Context: an optimization exercise on an open-source flow, tuned for small area, a short achievable clock period and few clock cycles per item. The choices shown serve that exercise and are no tape-out recipe.
Only simulation tests tie the RTL to the original design; equivalence was not proved.
Power is estimated from default activity; no workload was simulated.

**run.sh**
```bash
#!/bin/bash
# synth_recipe.tcl (not shown) runs the flow's synth.tcl, then flattens the netlist and writes it again
# the make line also repeats each setting of config.mk as NAME=value (left out here)
make -C /OpenROAD-flow-scripts/flow DESIGN_CONFIG=/design/flow/config.mk WORK_HOME=/design/flow/orfs CLKGATE_MAP_FILE= SYNTH_SCRIPT=/design/flow/synth_recipe.tcl finish
```
**config.mk**
```make
export PLATFORM = sky130hd
export DESIGN_NAME = page_frame_replacement_top
export DESIGN_NICKNAME = page_frame_replacement_top
export VERILOG_FILES = /design/flow/design.v
export SDC_FILE = /design/flow/constraint.sdc
export NUM_CORES = 4
export LEC_CHECK = 0
export CAP_MARGIN = 20
export CORE_MARGIN = 2
export CORE_UTILIZATION = 40
export CTS_BUF_LIST = sky130_fd_sc_hd__clkbuf_4 sky130_fd_sc_hd__clkbuf_8
export SETUP_SLACK_MARGIN = 2.0
export SLEW_MARGIN = 20
export TNS_END_PERCENT = 10
```
**constraint.sdc**
```tcl
create_clock -name core_clock -period 5.0 [get_ports {clk}]
set_input_delay 1.0000 -clock core_clock [delete_from_list [all_inputs] [get_ports {clk}]]
set_output_delay 1.0000 -clock core_clock [all_outputs]
set_load 0.01 [all_outputs]
```
**design.v**
```verilog
package pfr_pkg;
  localparam int NUM_FRAMES_DEF  = 16;
  localparam int STAMP_WIDTH_DEF = 32;
  localparam logic [1:0] OP_ALLOC   = 2'd0;
  localparam logic [1:0] OP_TOUCH   = 2'd1;
  localparam logic [1:0] OP_RELEASE = 2'd2;
  localparam logic [2:0] ST_FREE    = 3'd0;
  localparam logic [2:0] ST_EVICT   = 3'd1;
  localparam logic [2:0] ST_TOUCH   = 3'd2;
  localparam logic [2:0] ST_RELEASE = 3'd3;
  localparam logic [2:0] ST_REJECT  = 3'd4;
  typedef struct packed {
    logic [1:0] opcode;
    logic [3:0] frame_index;
    logic       is_write;
  } cmd_t;
  typedef struct packed {
    logic [3:0] result_frame;
    logic [2:0] status;
    logic       victim_dirty;
  } rsp_t;
endpackage
module page_frame_replacement_top #(
  parameter int NUM_FRAMES  = pfr_pkg::NUM_FRAMES_DEF,
  parameter int STAMP_WIDTH = pfr_pkg::STAMP_WIDTH_DEF
) (
  input  logic          clk,
  input  logic          rst,
  input  logic          start,
  output logic          busy,
  input  pfr_pkg::cmd_t cmd,
  output logic          done,
  output pfr_pkg::rsp_t rsp,
  input  logic          cfg_valid,
  output logic          cfg_ready,
  input  logic          cfg_data
);
  localparam int NF = 16;
  localparam logic [1:0] M_PASS0 = 2'd0;   
  localparam logic [1:0] M_PASS1 = 2'd1;   
  localparam logic [1:0] M_PASS2 = 2'd2;   
  localparam logic [1:0] M_PASS3 = 2'd3;   
  logic [NF-1:0] occ_bits;
  logic [NF-1:0] use_bits;
  logic [NF-1:0] dirty_bits;
  logic [3:0]    hand;
  logic          policy;
  logic [3:0]    lst [NF];      
  logic          pv;            
  logic [3:0]    pf;
  logic [NF-1:0] pf_at;         
  logic [NF-1:0] pf_after;      
  logic [3:0]    lru_idx;
  logic          stamp_any;
  logic [3:0]    stamp_idx;
  logic [1:0]    mode;          
  logic          pend;          
  logic          acc;
  logic          req_alloc, is_touch, is_rel;
  logic          clk_ev, any_a, defer, do_alloc;
  logic [NF-1:0] idx_oh;
  logic          idx_occ;
  logic          all_occ;
  logic [NF-1:0] free_oh;
  logic [NF-1:0] lru_oh;
  logic [NF-1:0] clk_oh;
  logic [NF-1:0] vic_oh;
  logic [3:0]    vic_idx, free_idx, clk_idx;
  logic          vic_dirty;
  logic [3:0]    hand_next;
  logic [NF-1:0] hmask;       
  logic [NF-1:0] cand, cand_hi;
  logic [31:0]   dbl, dbl_seen;   
  logic [NF-1:0] clr_use;
  logic [NF-1:0] grant, grant_free, grant_dirty, tch, rel;
  assign pend      = (mode != M_PASS0);
  assign busy      = pend;
  assign cfg_ready = 1'b1;
  always_comb begin
    acc       = start && !pend;
    req_alloc = acc && (cmd.opcode == pfr_pkg::OP_ALLOC);
    is_touch  = acc && (cmd.opcode == pfr_pkg::OP_TOUCH);
    is_rel    = acc && (cmd.opcode == pfr_pkg::OP_RELEASE);
    idx_oh    = NF'(1) << cmd.frame_index;
    idx_occ   = occ_bits[cmd.frame_index];
    all_occ = &occ_bits;
    clk_ev  = all_occ && !policy;
    any_a   = |(~use_bits & ~dirty_bits);
    defer   = req_alloc && clk_ev && !any_a;
    do_alloc = (req_alloc && !defer) || pend;
    for (int i = 0; i < NF; i++) begin
      free_oh[i] = !occ_bits[i];
      for (int k = 0; k < i; k++) begin
        if (!occ_bits[k]) free_oh[i] = 1'b0;
      end
    end
    for (int k = 0; k < NF; k++) pf_at[k] = (lst[k] == pf);
    for (int k = 0; k < NF; k++) begin
      pf_after[k] = 1'b0;
      for (int j = k; j < NF; j++) begin
        if (pf_at[j]) pf_after[k] = 1'b1;
      end
    end
    lru_idx = (pv && pf_at[NF-1]) ? lst[NF-2] : lst[NF-1];
    lru_oh  = NF'(1) << lru_idx;
    for (int i = 0; i < NF; i++) hmask[i] = (4'(i) >= hand);
    unique case (mode)
      M_PASS0: cand = ~use_bits & ~dirty_bits;
      M_PASS1: cand = ~use_bits;
      M_PASS2: cand = ~dirty_bits;
      default: cand = '1;
    endcase
    cand_hi = cand & hmask;
    dbl     = {cand, cand_hi};
    for (int i = 0; i < 32; i++) begin
      dbl_seen[i] = 1'b0;
      for (int k = 0; k <= i; k++) begin
        if (dbl[k]) dbl_seen[i] = 1'b1;
      end
    end
    clk_oh = (cand_hi & ~{dbl_seen[14:0], 1'b0}) | (cand & ~dbl_seen[30:15]);
    hand_next = '0;
    for (int i = 0; i < NF; i++) begin
      if (clk_oh[i]) hand_next = hand_next | 4'(i + 1);
    end
    if (!all_occ)    vic_oh = free_oh;
    else if (policy) vic_oh = lru_oh;
    else             vic_oh = clk_oh;
    free_idx = '0;
    clk_idx  = '0;
    for (int i = 0; i < NF; i++) begin
      if (free_oh[i]) free_idx = free_idx | 4'(i);
      if (clk_oh[i])  clk_idx  = clk_idx | 4'(i);
    end
    if (!all_occ)    vic_idx = free_idx;
    else if (policy) vic_idx = lru_idx;
    else             vic_idx = clk_idx;
    vic_dirty = all_occ && (policy ? dirty_bits[lru_idx] : mode[0]);
    unique case (mode)
      M_PASS0: clr_use = '0;
      M_PASS1: clr_use = (hmask & ~dbl_seen[15:0]) | ~dbl_seen[31:16];
      default: clr_use = '1;
    endcase
    grant = do_alloc ? vic_oh : '0;
    grant_free  = (do_alloc && !all_occ) ? free_oh : '0;
    grant_dirty = (clk_ev && !mode[0]) ? '0 : grant;
    tch   = is_touch ? (idx_oh & occ_bits) : '0;
    rel   = is_rel ? (idx_oh & occ_bits) : '0;
    stamp_any = do_alloc || (is_touch && idx_occ);
    stamp_idx = do_alloc ? vic_idx : cmd.frame_index;
  end
  always_ff @(posedge clk) begin
    if (rst) begin
      occ_bits <= '0;
      hand     <= '0;
      policy   <= 1'b0;
      done     <= 1'b0;
      mode     <= M_PASS0;
    end else begin
      done <= (acc && !defer) || pend;
      if (defer) begin
        if (|(~use_bits))        mode <= M_PASS1;
        else if (|(~dirty_bits)) mode <= M_PASS2;
        else                     mode <= M_PASS3;
      end else begin
        mode <= M_PASS0;
      end
      if (cfg_valid) policy <= cfg_data;
      occ_bits <= grant_free | (occ_bits & ~rel);
      if (do_alloc && clk_ev) hand <= hand_next;
    end
  end
  always_ff @(posedge clk) begin
    use_bits   <= grant | tch | (use_bits & ~clr_use);
    dirty_bits <= (cmd.is_write ? tch : '0) | (dirty_bits & ~grant_dirty);
  end
  always_ff @(posedge clk) begin
    rsp.result_frame <= do_alloc ? vic_idx : cmd.frame_index;
    rsp.victim_dirty <= do_alloc && vic_dirty;
    if (do_alloc)                 rsp.status <= all_occ ? pfr_pkg::ST_EVICT : pfr_pkg::ST_FREE;
    else if (is_touch && idx_occ) rsp.status <= pfr_pkg::ST_TOUCH;
    else if (is_rel && idx_occ)   rsp.status <= pfr_pkg::ST_RELEASE;
    else                          rsp.status <= pfr_pkg::ST_REJECT;
  end
  always_ff @(posedge clk) begin
    if (rst) begin
      pv <= 1'b0;
      for (int k = 0; k < NF; k++) lst[k] <= 4'(k);
    end else begin
      pv <= stamp_any;
      if (pv) begin
        lst[0] <= pf;
        for (int k = 1; k < NF; k++) begin
          if (pf_after[k]) lst[k] <= lst[k-1];
        end
      end
    end
  end
  always_ff @(posedge clk) begin
    pf <= stamp_idx;
  end
endmodule
```
==> results.sh, run 1 <==
export IMPL_fin_crit_sh=0.594
export IMPL_drt_initial_drc_count=916
export IMPL_finalClockSkew_ns=0.0151
export IMPL_layout_commonest_cell="dfxtp_1"
export IMPL_finalInstanceArea_um2=9180
export IMPL_required_ns=5.36
export IMPL_p_clk_frac=0.421
export IMPL_wirelength_um=27900
export IMPL_portBuffers=21
export IMPL_max_freq_mhz=337
export IMPL_fin_nets=1028
export IMPL_path_max_fanout=20
export IMPL_min_path_type="reg2reg"
export IMPL_synth_main_ff_cell="dfxtp_1"
export IMPL_ys_types=84
export IMPL_die_width_um=146
export IMPL_diodes=0
export IMPL_ys_seq_area_frac=0.322
export IMPL_maxCapViolCount=0
export IMPL_timing_hold_ws_ns=0.493
export IMPL_gp_congestion=1.00
export IMPL_routedWlPerCell_um=21.5
export IMPL_htree_levels=4
export IMPL_ioPinCount=23
export IMPL_rsz0062_at_grt="true"
export IMPL_numPlacedInstances=1247
export IMPL_netlist_instances=1003
export IMPL_avgSynthCellArea_um2=8.01
export IMPL_period_needed_ns=2.97
export IMPL_setup_viol=0
export IMPL_yosys_warnings=2
export IMPL_worst_setup_path_start_kind="flip-flop"
export IMPL_critPathBufInv=2
export IMPL_tns_ns=0
export IMPL_power_switching_uw=612
export IMPL_seq_power_share=0.479
export IMPL_grt_busiest_layer="met2"
export IMPL_dp_hpwl_um=20200
export IMPL_p_leak_nw=3.58
export IMPL_ant_nets=0
export IMPL_path_cells="buf_4 -> nand2b_1 -> o211ai_1 -> a41oi_1 -> buf_4 -> or4_4 -> o32a_1 -> o32a_1 -> o221ai_1 -> o21ai_1"
export IMPL_core_area_um2=19600
export IMPL_crit_slowest_cell="or4_4"
export IMPL_antenna_found_initial=0
export IMPL_setup_ws_ns=2.03
export IMPL_grt_met1_usage=0.328
export IMPL_utilization=0.469
export IMPL_finalHoldViolCount=0
export IMPL_clk_pin_slew_worst_paths_ns=0.08
export IMPL_crit_type="reg2reg"
export IMPL_max_slew_margin=0.328
export IMPL_syn_to_final_growth_pct=14.3
export IMPL_dieArea_um2=21200
export IMPL_status="finished clean"
export IMPL_cts_sinks=129
export IMPL_grt_remaining_overflow=0
export IMPL_syn_area_um2=8030
export IMPL_start_util=0.410
export IMPL_p_int_mw=1.61
export IMPL_critPathCaptureType="flip-flop"
export IMPL_slew_violations=0
export IMPL_final_cell_mix="117 x dfxtp_1, 110 x nand2_1, 97 x nor2_1"
export IMPL_insertion_delay_ns=0.48
export IMPL_pre_cts_ws_ns=1.36
export IMPL_ir_drop_mv=0.166
export IMPL_die_h_um=146
export IMPL_drt_vias_per_instance=6.31
export IMPL_vias=8166
export IMPL_worstPathArrival_ns=3.32
export IMPL_synth_seq_cells=129
export IMPL_ctsRootBufferMaster="clkbuf_8"
export IMPL_firstDrtPassIters=8
export IMPL_synth_edf_count=0
export IMPL_grt_pass1_vias=7668
export IMPL_ys_async_sr_fraction=0
export IMPL_max_stage_delay_ns=0.58
export IMPL_fill_cells=1958
export IMPL_finalNonFillerCells=1294
export IMPL_power_total_mw=2.22
export IMPL_rows=51
export IMPL_grt_pass1_wl_um=43200
export IMPL_clockBufferDepth=2
export IMPL_p_sw_frac=0.275
export IMPL_drc_errors=0
export IMPL_path_delay_family="compound AO/OA/AOI/OAI gates"
export IMPL_cts_inserted_buffers=17
export IMPL_placed_area_um2=8430
export IMPL_comb_power_share=0.100
export IMPL_worst_pin_slew_ns=0.998
export IMPL_grt_usage=0.259
export IMPL_syn_nets=1015
export IMPL_met3_usage=0.0524
export IMPL_layout_drive_gt1_share=0.136
export IMPL_grt_max_degree=59
export IMPL_gr_usage_met2=0.408
export IMPL_cts_tree="built"
export IMPL_ctsHoldBuffers=0
export IMPL_p_per_area_nw_per_um2=242
final cells by class:
cell class	count	area, um2	area share
Multi-Input combinational cell	798	5310	0.578
Sequential cell	129	2600	0.283
Clock buffer	21	277	0.0301
Inverter	18	71.3	0.00777
Timing Repair Buffer	52	465	0.0507
Tap cell	265	332	0.0361
Clock inverter	11	129	0.0140
cell families (layout without fill, tap and decap cells):
logic type,Yosys count,after routing,share of synthesized area
muxes,71,71,0.0921
other,1,1,0.000467
and+or+nand+nor,436,436,0.276
buffers and inverters,76,102,0.0424
AOI/OAI and AO/OA,230,230,0.202
xor gates and xnor gates,60,60,0.0654
DFF,129,129,0.322
worst paths after layout:
check                           startpoint             to  slack (ns)  cells after the start
worst max-delay path               mode[1]  dirty_bits[0]        2.03                     10
worst min-delay path             lst[2][2]      lst[2][2]        0.49                      2
worst max register to register     mode[1]  dirty_bits[0]        2.03                     10
worst min register to register   lst[2][2]      lst[2][2]        0.49                      2
Yosys cell counts, types with 6 or more instances:
library cell / count / area, um2
or3_1: 9 / 56.3
dfxtp_1: 129 / 2580
nor2b_1: 14 / 87.6
a22oi_1: 11 / 82.6
and2_1: 9 / 56.3
o21ai_0: 34 / 170
nand3_1: 40 / 200
a21oi_1: 51 / 255
nor3b_1: 8 / 60.1
xor2_1: 27 / 236
or2_2: 8 / 50.1
a31oi_1: 10 / 62.6
nand3b_1: 9 / 67.6
nand4b_1: 6 / 52.6
nand4_1: 24 / 150
o22ai_1: 11 / 68.8
buf_4: 7 / 52.6
nand2b_1: 26 / 163
nor3_1: 34 / 170
nand2_1: 111 / 417
o211ai_1: 12 / 90.1
inv_1: 15 / 56.3
nor2_1: 98 / 368
clkbuf_1: 33 / 124
nor4_1: 17 / 106
o21ai_1: 11 / 55.1
buf_2: 17 / 85.1
xnor2_1: 33 / 289
mux2i_1: 66 / 661
routing by layer:
| layer | up-vias | routed length, um |
|---|---|---|
| met5 | - | 0 |
| met1 | 3826 | 11300 |
| li1 | 3722 | - |
| met4 | 0 | 1830 |
| met2 | 492 | 12500 |
| met3 | 126 | 2220 |
sequential cells by signal, summed over array words and instances, names as in the netlist:
signal      flops
rsp             5
pv              1
lst            64
policy          1
pf              3
mode            2
occ_bits       16
hand            4
use_bits       16
dirty_bits     16
done            1
worst min-delay path, stage by stage, from the launching register on:
cell and delay, ns:
dfxtp_1 0.33, nand3_1 0.07, a21oi_1 0.05
power groups by stage:
stage	Clock, mW	Combinational [mW]	Sequential, mW
global placement	0	0.205	1.09
detailed placement	0	0.205	1.09
finish	0.936	0.223	1.07
CTS	0.947	0.214	1.06
global route	0.997	0.239	1.07
floorplan	0	0.148	1.08
repair_timing:
action,4_1_cts,5_1_grt
setup endpoints to repair,64,53
resized for setup,17,39
pin swaps,4,7
setup buffers,6,9
Testbench counts, summed over its fixed seeds: cycles 6,620, requests 6,400.
==> inputs of run 2 (changes only) <==
--- a/config.mk
+++ b/config.mk
@@ -11,3 +11,3 @@
 export CTS_BUF_LIST = sky130_fd_sc_hd__clkbuf_4 sky130_fd_sc_hd__clkbuf_8
-export SETUP_SLACK_MARGIN = 2.0
+export SETUP_SLACK_MARGIN = 2.1
 export SLEW_MARGIN = 20
==> run 2 against run 1 <==
Compared with the run above:
- power is 0.32% higher
- utilization rose by 1.1 points
- via count rose by 0.87%
- critical path depth fell by 2
- largest cell class unchanged
- area after synthesis stayed put
- clock skew increased by 0.0014 ns
- sequential power barely moved
- worst setup slack improved by 0.020 ns
- critical path type unchanged
- still clean on timing, DRC and antenna
- flip-flop and latch count is the same
- highest routed layer unchanged
- worst hold slack is essentially flat
- sequential share of layout area decreased by 0.56 points
==> results.sh, run 2 <==
export IMPL_start_util=0.410
export IMPL_worst_pin_slew_ns=0.946
export IMPL_grt_pass1_vias=7684
export IMPL_syn_to_final_growth_pct=17.0
export IMPL_drc_errors=0
export IMPL_ys_async_sr_fraction=0
export IMPL_firstDrtPassIters=5
export IMPL_period_needed_ns=2.95
export IMPL_rsz0062_at_grt="true"
export IMPL_diodes=0
export IMPL_antenna_found_initial=0
export IMPL_pre_cts_ws_ns=1.36
export IMPL_min_path_type="reg2reg"
export IMPL_cts_tree="built"
export IMPL_grt_pass1_wl_um=43200
export IMPL_crit_type="reg2reg"
export IMPL_r2r_start="dirty_bits[6]"
export IMPL_finalClockSkew_ns=0.0165
export IMPL_yosys_warnings=2
export IMPL_whs_endpoint="lst[2][2]"
export IMPL_fill_cells=1934
export IMPL_netlist_instances=1003
export IMPL_syn_area_um2=8030
export IMPL_comb_power_share=0.104
export IMPL_ioPinCount=23
export IMPL_hold_depth=2
export IMPL_dp_hpwl_um=20200
export IMPL_layout_commonest_cell="dfxtp_1"
export IMPL_rr_endpoint="use_bits[2]"
export IMPL_p_sw_frac=0.275
export IMPL_path_max_fanout=13
export IMPL_path_cells="o22ai_1 -> nor4_1 -> a31oi_1 -> o21ai_4 -> or2_2 -> nor2_1 -> a311oi_1 -> o221ai_1"
export IMPL_wirelength_um=28200
export IMPL_yosys_area_top_type="dfxtp_1"
export IMPL_grt_max_degree=59
export IMPL_tns_ns=0
export IMPL_worst_setup_path_start_kind="flip-flop"
export IMPL_max_slew_margin=0.363
export IMPL_grt_remaining_overflow=0
export IMPL_ctsHoldBuffers=0
export IMPL_htree_levels=4
export IMPL_layout_drive_gt1_share=0.161
export IMPL_dieArea_um2=21200
export IMPL_fin_nets=1044
export IMPL_insertion_delay_ns=0.48
export IMPL_max_freq_mhz=339
export IMPL_cts_sinks=129
export IMPL_p_leak_nw=3.67
export IMPL_drt_vias_per_instance=6.29
export IMPL_ant_nets=0
export IMPL_vias=8237
export IMPL_r2r_cells=8
export IMPL_clk_pin_slew_worst_paths_ns=0.08
export IMPL_clockBufferDepth=2
export IMPL_gp_congestion=1.00
export IMPL_p_per_area_nw_per_um2=238
export IMPL_regMostFlops="lst"
export IMPL_crit_slowest_cell="dfxtp_1"
export IMPL_synth_common_cells="129 x dfxtp_1, 111 x nand2_1, 98 x nor2_1, 66 x mux2i_1, 51 x a21oi_1"
export IMPL_cts_inserted_buffers=17
export IMPL_ctsRootBufferMaster="clkbuf_8"
export IMPL_portBuffers=21
export IMPL_synth_main_ff_cell="dfxtp_1"
export IMPL_seq_power_share=0.477
export IMPL_slew_violations=0
export IMPL_synth_area_top_cells="dfxtp_1 32%, mux2i_1 8.2%, nand2_1 5.2%"
export IMPL_min_delay_start="lst[2][2]"
export IMPL_rows=51
export IMPL_routedWlPerCell_um=21.6
export IMPL_synth_top_area_share=0.322
export IMPL_ir_drop_mv=0.164
export IMPL_synth_edf_count=0
export IMPL_p_int_mw=1.62
export IMPL_p_clk_frac=0.419
export IMPL_status="finished clean"
export IMPL_finalHoldViolCount=0
export IMPL_die_h_um=146
export IMPL_post_synth_top_count_cell="dfxtp_1"
export IMPL_final_cell_mix="113 x dfxtp_1, 109 x nand2_1, 95 x nor2_1"
export IMPL_rrSetupSlack_ns=2.05
export IMPL_fin_crit_sh=0.590
export IMPL_avgSynthCellArea_um2=8.01
export IMPL_power_switching_uw=614
export IMPL_required_ns=5.33
export IMPL_grt_usage=0.259
export IMPL_largest_reg_flops=64
export IMPL_critPathCaptureType="flip-flop"
export IMPL_core_area_um2=19600
export IMPL_setup_ws_ns=2.05
export IMPL_die_width_um=146
export IMPL_ys_seq_area_frac=0.322
export IMPL_maxCapViolCount=0
export IMPL_max_stage_delay_ns=0.55
export IMPL_ys_types=84
export IMPL_syn_nets=1015
export IMPL_synth_seq_cells=129
export IMPL_setup_viol=0
export IMPL_worstPathArrival_ns=3.28
export IMPL_drt_initial_drc_count=1008
==> run 2: cell types whose count changed in the layout (fill, tap and decap cells not counted), moves of 2 or more <==
| cell | delta |
|---|---|
| nor2_1 | -2 |
| buf_8 | +2 |
| dfxtp_2 | +3 |
| nor2_2 | +2 |
| dfxtp_1 | -4 |
| buf_4 | +13 |
==> run 2: routing by layer <==
metal | vias up | GRT usage | wire [um]
met2 | 505 | 0.409 | 12800
li1 | 3751 | - | -
met3 | 124 | 0.0511 | 2330
met5 | - | 0 | 0
met4 | 0 | 0.155 | 1800
met1 | 3857 | 0.328 | 11300
==> run 2: critical path, delay by kind of cell (launching register included) <==
family,cells,cell delay (ns)
compound gates,5,1.32
simple gates,3,0.93
flops,1,0.55
==> run 2: worst max path at each step <==
stage | endpoint | cells past startpoint | slack [ns] | startpoint
2_1_floorplan | lst[3][2] | 11 | 2.35 | pf[1]
3_3_place_gp | rsp[7] | 7 | 1.11 | occ_bits[0]
3_5_place_dp | dirty_bits[12] | 7 | 1.36 | start
4_1_cts | dirty_bits[7] | 9 | 1.97 | mode[1]
5_1_grt | hand[3] | 10 | 1.99 | mode[1]
6_report | use_bits[2] | 8 | 2.05 | dirty_bits[6]
==> run 2: timing repair <==
item                                    in CTS  in global routing
pin swaps                                    5                 17
cloned                                       0                  2
setup buffers                                8                 21
endpoints found under the setup margin      81                 54
gates resized for setup                     28                 51
==> run 2: power groups by stage <==
stage / Sequential (mW) / Clock, mW / Combinational (mW)
after floorplan: 1.08 / 0 / 0.148
after global placement: 1.09 / 0 / 0.205
after detailed placement: 1.09 / 0 / 0.205
after CTS: 1.06 / 0.947 / 0.216
after global routing: 1.07 / 0.997 / 0.247
final: 1.07 / 0.935 / 0.231
==> run 2: logic make-up after synthesis <==
family                    count (synthesis)  share of synthesized area
and+or+nand+nor                         436                      0.276
AOI/OAI and AO/OA                       230                      0.202
DFF                                     129                      0.322
buffers and inverters                    76                     0.0424
muxes                                    71                     0.0921
xor gates and xnor gates                 60                     0.0654
other                                     1                   0.000467
==> run 2: stage by stage <==
| stage | instance area [um2] | power [mW] | util | hold slack [ns] | cells |
|---|---|---|---|---|---|
| 2_1_floorplan | 8030 | 1.23 | - | 0.458 | 1003 |
| 3_3_place_gp | 8420 | 1.29 | 0.430 | 0.478 | 1247 |
| 3_5_place_dp | 8430 | 1.29 | 0.430 | 0.485 | 1247 |
| 4_1_cts | 9010 | 2.23 | 0.460 | 0.496 | 1287 |
| 5_1_grt | 9390 | 2.31 | 0.480 | 0.521 | 1310 |
| 6_report | 9390 | 2.23 | 0.480 | 0.493 | 1310 |
==> run 2: layout make-up <==
class,instances,area [um2],share of cell area
Multi-Input combinational cell,798,5380,0.572
Clock inverter,11,129,0.0137
Inverter,18,73.8,0.00786
Sequential cell,129,2610,0.278
Tap cell,265,332,0.0353
Timing Repair Buffer,68,598,0.0637
Clock buffer,21,277,0.0294
==> inputs of run 3 (changes only) <==
--- a/config.mk
+++ b/config.mk
@@ -9,5 +9,5 @@
 export CORE_MARGIN = 2
-export CORE_UTILIZATION = 40
+export CORE_UTILIZATION = 50
 export CTS_BUF_LIST = sky130_fd_sc_hd__clkbuf_4 sky130_fd_sc_hd__clkbuf_8
-export SETUP_SLACK_MARGIN = 2.1
+export SETUP_SLACK_MARGIN = 2.0
 export SLEW_MARGIN = 20
==> run 3 against run 2 <==
Compared with the run above:
- first-iteration DRC count shrank 3.9%
- register-to-register slack lost 0.10 ns
- clock-buffer cell count shrank 2
- clock power grew 2%
- power grew 0.37%
- largest cell class unchanged
==> results.sh, run 3 <==
export IMPL_p_per_area_nw_per_um2=246
export IMPL_required_ns=5.34
export IMPL_synth_seq_cells=129
export IMPL_synth_common_cells="129 x dfxtp_1, 111 x nand2_1, 98 x nor2_1, 66 x mux2i_1, 51 x a21oi_1"
export IMPL_grt_max_degree=38
export IMPL_path_max_fanout=7
export IMPL_drt_vias_per_instance=6.57
export IMPL_largest_reg_flops=64
export IMPL_die_width_um=131
export IMPL_ys_types=84
export IMPL_cts_inserted_buffers=17
export IMPL_pre_cts_ws_ns=1.08
export IMPL_slew_violations=0
export IMPL_drc_errors=0
export IMPL_finalClockSkew_ns=0.00875
export IMPL_antenna_found_initial=0
export IMPL_setup_ws_ns=1.95
export IMPL_layout_commonest_cell="dfxtp_1"
export IMPL_syn_to_final_growth_pct=13.3
export IMPL_syn_area_um2=8030
export IMPL_fin_crit_sh=0.610
export IMPL_placed_area_um2=8360
export IMPL_insertion_delay_ns=0.46
export IMPL_ir_drop_mv=0.175
export IMPL_finalHoldViolCount=0
export IMPL_max_freq_mhz=328
export IMPL_power_total_mw=2.24
export IMPL_clockBufferDepth=2
export IMPL_dieArea_um2=17100
export IMPL_worst_pin_slew_ns=0.882
export IMPL_p_leak_nw=3.57
export IMPL_grt_remaining_overflow=0
export IMPL_core_area_um2=15800
export IMPL_avgSynthCellArea_um2=8.01
export IMPL_netlist_instances=1003
export IMPL_max_slew_margin=0.408
export IMPL_worst_setup_path_start_kind="flip-flop"
export IMPL_period_needed_ns=3.05
export IMPL_layout_drive_gt1_share=0.131
export IMPL_ant_nets=0
export IMPL_status="finished clean"
export IMPL_grt_pass1_wl_um=42900
export IMPL_cts_tree="built"
export IMPL_min_path_type="reg2reg"
export IMPL_tns_ns=0
export IMPL_finalInstanceArea_um2=9100
export IMPL_diodes=0
export IMPL_htree_levels=4
export IMPL_firstDrtPassIters=5
export IMPL_die_h_um=131
export IMPL_crit_type="reg2reg"
export IMPL_synth_top_area_share=0.322
export IMPL_ys_seq_area_frac=0.322
export IMPL_routedWlPerCell_um=22.6
export IMPL_yosys_area_top_type="dfxtp_1"
export IMPL_synth_edf_count=0
export IMPL_ctsRootBufferMaster="clkbuf_8"
export IMPL_wirelength_um=28100
export IMPL_dp_hpwl_um=20300
export IMPL_rsz0062_at_grt="true"
export IMPL_grt_pass1_vias=7599
export IMPL_gp_congestion=1.03
export IMPL_drt_initial_drc_count=969
export IMPL_synth_area_top_cells="dfxtp_1 32%, mux2i_1 8.2%, nand2_1 5.2%"
export IMPL_yosys_warnings=2
export IMPL_cts_sinks=129
export IMPL_critPathCaptureType="flip-flop"
export IMPL_post_synth_top_count_cell="dfxtp_1"
export IMPL_clk_pin_slew_worst_paths_ns=0.08
export IMPL_ys_async_sr_fraction=0
export IMPL_fin_nets=1031
export IMPL_worstPathArrival_ns=3.39
export IMPL_ioPinCount=23
export IMPL_regMostFlops="lst"
export IMPL_vias=8191
export IMPL_syn_nets=1015
export IMPL_start_util=0.509
export IMPL_portBuffers=21
export IMPL_synth_main_ff_cell="dfxtp_1"
export IMPL_maxCapViolCount=0
export IMPL_ctsHoldBuffers=0
export IMPL_setup_viol=0
export IMPL_final_cell_mix="117 x dfxtp_1, 109 x nand2_1, 98 x nor2_1"
export IMPL_grt_usage=0.332
export IMPL_rows=46
run 3: cell counts after synthesis:
No cell type changed its count.
run 3: per-layer routing:
metal,track usage,vias up,share of wire
met1,0.411,3840,0.39
li1,-,3721,-
met4,0.193,0,0.064
met2,0.542,490,0.46
met3,0.0627,140,0.081
met5,0,-,0
run 3: where the power goes:
part	internal [mW]	switching, mW
Sequential	1.04	0.0273
Clock	0.511	0.441
Combinational	0.0845	0.134
Total	1.64	0.602
run 3: cell families after synthesis:
| logic type | Yosys count | synth area share |
|---|---|---|
| AND/OR/NAND/NOR | 436 | 0.276 |
| AO/OA/AOI/OAI | 230 | 0.202 |
| flip-flops | 129 | 0.322 |
| buffers and inverters | 76 | 0.0424 |
| multiplexers | 71 | 0.0921 |
| XOR/XNOR | 60 | 0.0654 |
| other | 1 | 0.000467 |
run 3: worst paths after layout:
kind / from / end / slack, ns / depth (start not counted)
worst max-delay path: occ_bits[1] / rsp[7] / 1.95 / 9
worst min-delay path: lst[1][2] / lst[2][2] / 0.50 / 2
worst max register to register: occ_bits[1] / rsp[7] / 1.95 / 9
worst min register to register: lst[1][2] / lst[2][2] / 0.50 / 2
run 3: area by class of cell:
class	instances	area, um2
clock buffer	19	255
clock inverter	12	158
fill	1525	6670
inverter	18	73.8
multi-input combinational	798	5270
sequential	129	2600
tap	216	270
timing repair buffer	55	472
run 3: per-stage QoR:
stage / hold slack, ns / std cells / util
global route: 0.510 / 1247 / 0.577
detailed placement: 0.488 / 1198 / 0.530
global placement: 0.475 / 1198 / 0.530
floorplan: 0.458 / 1003 / -
finish: 0.495 / 1247 / 0.577
CTS: 0.499 / 1237 / 0.566
run 3: critical path, stage by stage (launching register included):
cell and delay, ns:
dfxtp_1 0.48, nand4_2 0.28, nor4_4 0.32, buf_4 0.18
nand2_2 0.13, or4_1 0.69, a21oi_4 0.26, buf_4 0.19
mux2i_1 0.32, a21oi_1 0.07
run 3: repair_timing:
action                                  in CTS  in global routing
pin swaps                                    4                  9
endpoints found under the setup margin      61                 62
resized for setup                           20                 30
gates cloned                                 0                  0
setup buffers                                8                 10

-- separate check: timing with driven ports --
How much do the figures lean on ideal ports? The routed layouts below were timed once more, with nothing changed but the port constraints.
Step 1 assumes that a clkbuf_16 drives the clock port and a buf_2 every other input.
Step 2 adds t to the input delays and takes it off the output delays; t is the mean of the earliest and latest rising clock arrival at the registers after step 1. Input paths then give back, and output paths get back, about the clock's delay inside the block.
a / b / c = no drivers / after step 1 / after step 2; a / b = the first two.
run | shift t [ns] | setup WS [ns] | worst slew at a driven data input, ns
run 1 | 0.506 | 2.032 / 2.032 / 1.576 | 0.03
run 2 | 0.506 | 2.052 / 2.052 / 1.577 | 0.03
run 3 | 0.497 | 1.949 / 1.949 / 1.545 | 0.03
After both steps setup and hold are still met in every run listed. The setup slack of run 2, which loses most, moves by 0.000 ns with the drivers and by -0.475 ns with both steps.
